From an optimization exercise on the open Yosys and OpenROAD flow, aimed at small area, a short achievable clock period and few clock cycles per item; shortcuts taken in it are not production practice.
Function was checked by simulation only, so behaviour that the tests miss may differ from the original.
Power is estimated from default activity; no workload was simulated.

run 1:
==> flow/design.v (excerpt) <==
module fc_stream_layer #(
    parameter int unsigned N       = 16,
    parameter int unsigned Q       = 12,
    parameter int unsigned IN_LEN  = 8,
    parameter int unsigned OUT_LEN = 4,
    parameter int unsigned RELU    = 1
) (
    input  logic                clk,
    input  logic                global_rst,
    input  logic                ce,
    input  logic signed [N-1:0] data_in,
    input  logic                valid_in,
    input  logic                end_in,
    output logic                in_ready,
    input  logic                w_we,
    input  logic [7:0]          w_addr,
    input  logic [N-1:0]        w_data,
    output logic signed [N-1:0] data_out,
    output logic                valid_op,
    output logic                end_op,
    output logic                overflow
);
clock: 12.0 ns
lec_check: 0
cap_margin: 20
core_margin: 2
core_utilization: 55
cts_cluster_diameter: 80
cts_cluster_size: 30
place_density: 0.65
slew_margin: 20
synth_hierarchical: 1
synth_minimum_keep_size: 0
standard.sh (not shown) runs the stock make flow with config.mk's settings and CLKGATE_MAP_FILE= SYNTH_SCRIPT=/design/flow/synth_recipe.tcl, a recipe that flattens the netlist after the stock synthesis.
==> flow/flow/run.sh <==
#!/bin/bash
# The standard layout, with ORFS's setup repair aiming well below the 12 ns
# clock (the constraints themselves are unchanged): SETUP_SLACK_MARGIN asks
# repair_timing for that much spare slack on every path.
set -euo pipefail
export SETUP_SLACK_MARGIN=8.5
bash standard.sh > standard.log 2>&1
Testbench counts of run 1, summed over its fixed seeds: cycles 8,240, frames 1,024.
Changes in run 2 relative to run 1:
Settings: PLACE_DENSITY changed from 0.65 to 0.72; CORE_UTILIZATION changed from 55 to 65.
-- flow/flow/run.sh --
<<< run 1, line 4
# repair_timing for that much spare slack on every path.
set -euo pipefail
export SETUP_SLACK_MARGIN=8.5
bash standard.sh > standard.log 2>&1
>>> run 2, line 4
# repair_timing for that much spare slack on every path.
set -euo pipefail
export SETUP_SLACK_MARGIN=8.4
bash standard.sh > standard.log 2>&1
--- outcome ---
| worst hold slack | run 1 vs run 2 | ≈ equal |
On met3 capacity usage during global routing: run 2 sits below run 1.
The starting density of the core in run 2 was higher than what run 1 gave.
Total power of run 2 is lower than that of run 1.
[compare] base=run 1 new=run 2: overall die area decreased about 15%; tap cell count decreased 236; number of antenna violations at the first check in global routing now sits lower; maximum resistive drop on vdd rose by 40%.
The run showing the greater wire length is run 1.
Changes in run 3 relative to run 2:
-- flow/flow/run.sh --
<<< run 2, line 4
# repair_timing for that much spare slack on every path.
set -euo pipefail
export SETUP_SLACK_MARGIN=8.4
bash standard.sh > standard.log 2>&1
>>> run 3, line 4
# repair_timing for that much spare slack on every path.
set -euo pipefail
export SETUP_SLACK_MARGIN=8.45
bash standard.sh > standard.log 2>&1
### Flow results
- No run among run 3 and run 2 stopped early or left any final violation; all are clean.
- Relative to run 2, share of total power in sequential cells decreased by 0.9 points in run 3.
- | initial antenna violation count | run 3 vs run 2 | 6 higher |
- Summary — combinational share of power, run 3 relative to run 2: higher, by 1.7 points.
- After detailed routing, run 2 needs less wire than run 3.
- Run 3 vs. run 2: sequential share of layout area neither gained nor lost much, cell total after placement comparable, final instance area level, total power went up 3.0%, relative slew slack went down.


== sierra ==
Another version of the RTL of fc_stream_layer (not shown whole).
Size in the first run: ~4,400 cells after synthesis, ~970 flip-flops, roughly 66 I/O pins, ~60,000 um2 of cells after synthesis.
==> flow/config.mk <==
export PLATFORM = sky130hd
export DESIGN_NAME = fc_stream_layer
export DESIGN_NICKNAME = fc_stream_layer
export VERILOG_FILES = /design/flow/design.v
export SDC_FILE = /design/flow/constraint.sdc
export NUM_CORES = 4
export LEC_CHECK = 0
export CAP_MARGIN = 20
export CORE_MARGIN = 2
export CORE_UTILIZATION = 55
export CTS_CLUSTER_DIAMETER = 80
export CTS_CLUSTER_SIZE = 30
export PLACE_DENSITY = 0.65
export SLEW_MARGIN = 20
export SYNTH_HIERARCHICAL = 1
export SYNTH_MINIMUM_KEEP_SIZE = 0
==> flow/constraint.sdc <==
create_clock -name core_clock -period 12.0 [get_ports {clk}]
set_input_delay 2.4000 -clock core_clock [delete_from_list [all_inputs] [get_ports {clk}]]
set_output_delay 2.4000 -clock core_clock [all_outputs]
set_load 0.01 [all_outputs]
==> flow/flow/run.sh <==
#!/bin/bash
# The standard layout, with ORFS's setup repair aiming well below the 12 ns
# clock (the constraints themselves are unchanged): SETUP_SLACK_MARGIN asks
# repair_timing for that much spare slack on every path.
set -euo pipefail
export SETUP_SLACK_MARGIN=8.4
bash standard.sh > standard.log 2>&1
sierra was carried through to the last stage, and its layout satisfied the timing, design-rule and antenna checks.
Testbench counts of sierra, summed over its fixed seeds: cycles 8,232, frames 1,024.
Inputs modified between sierra and tundra:
--- a/flow/config.mk
+++ b/flow/config.mk
@@ -8,8 +8,5 @@
 export CAP_MARGIN = 20
 export CORE_MARGIN = 2
-export CORE_UTILIZATION = 55
-export CTS_CLUSTER_DIAMETER = 80
-export CTS_CLUSTER_SIZE = 30
-export PLACE_DENSITY = 0.65
+export CORE_UTILIZATION = 40
 export SLEW_MARGIN = 20
 export SYNTH_HIERARCHICAL = 1
[summary]
- Wire length on met3: tundra vs sierra up about 30%
- Summary of tundra over sierra: core region area shows an increase of 40,000 um2, routed wire length higher, leakage power total up 0.0015 uW, critical path required time lost 0.02 ns.
- tundra vs sierra: routed length on met1 up
- Compared with sierra, tundra shows a higher chip width.
- Looking at clock-buffer cell count across tundra and sierra, the one that comes out higher is tundra.
- NOTE overall power consumption sierra->tundra increased by more than 10%
- Sequential power: sierra vs tundra, no meaningful difference

[separate check: timing with driven ports]
No port has a modelled driver above. Below, the same layouts with a new extraction and two added sets of constraints. Step 1 assumes that a clkbuf_16 drives the clock port and a buf_2 every other input. Step 2, shift: input delay + t, output delay - t, t = (earliest + latest rising clock arrival at the registers) / 2. This alone moves slack from input paths to output paths. Slacks: ideal / step 1 / step 2; pairs: ideal / step 1.
run	t (ns)	slack for setup (ns)	worst hold slack (ns)	clock arrival spread, ns	worst register clock-pin slew, ns
run 1	0.788	8.432 / 8.353 / 7.972	0.481 / 0.481 / 0.481	0.038 / 0.038	0.12 / 0.12
run 2	0.779	8.382 / 8.347 / 7.839	0.482 / 0.482 / 0.482	0.057 / 0.058	0.11 / 0.11
run 3	0.768	8.408 / 8.367 / 7.910	0.483 / 0.483 / 0.483	0.035 / 0.035	0.12 / 0.12
sierra	0.772	7.895 / 7.895 / 7.729	0.479 / 0.479 / 0.479	0.051 / 0.051	0.11 / 0.11
tundra	0.811	7.892 / 7.892 / 7.608	0.456 / 0.456 / 0.456	0.047 / 0.048	0.07 / 0.07
After both steps setup and hold are still met in every run listed. The setup slack of run 2, which loses most, moves by -0.035 ns with the drivers and by -0.543 ns with both steps.
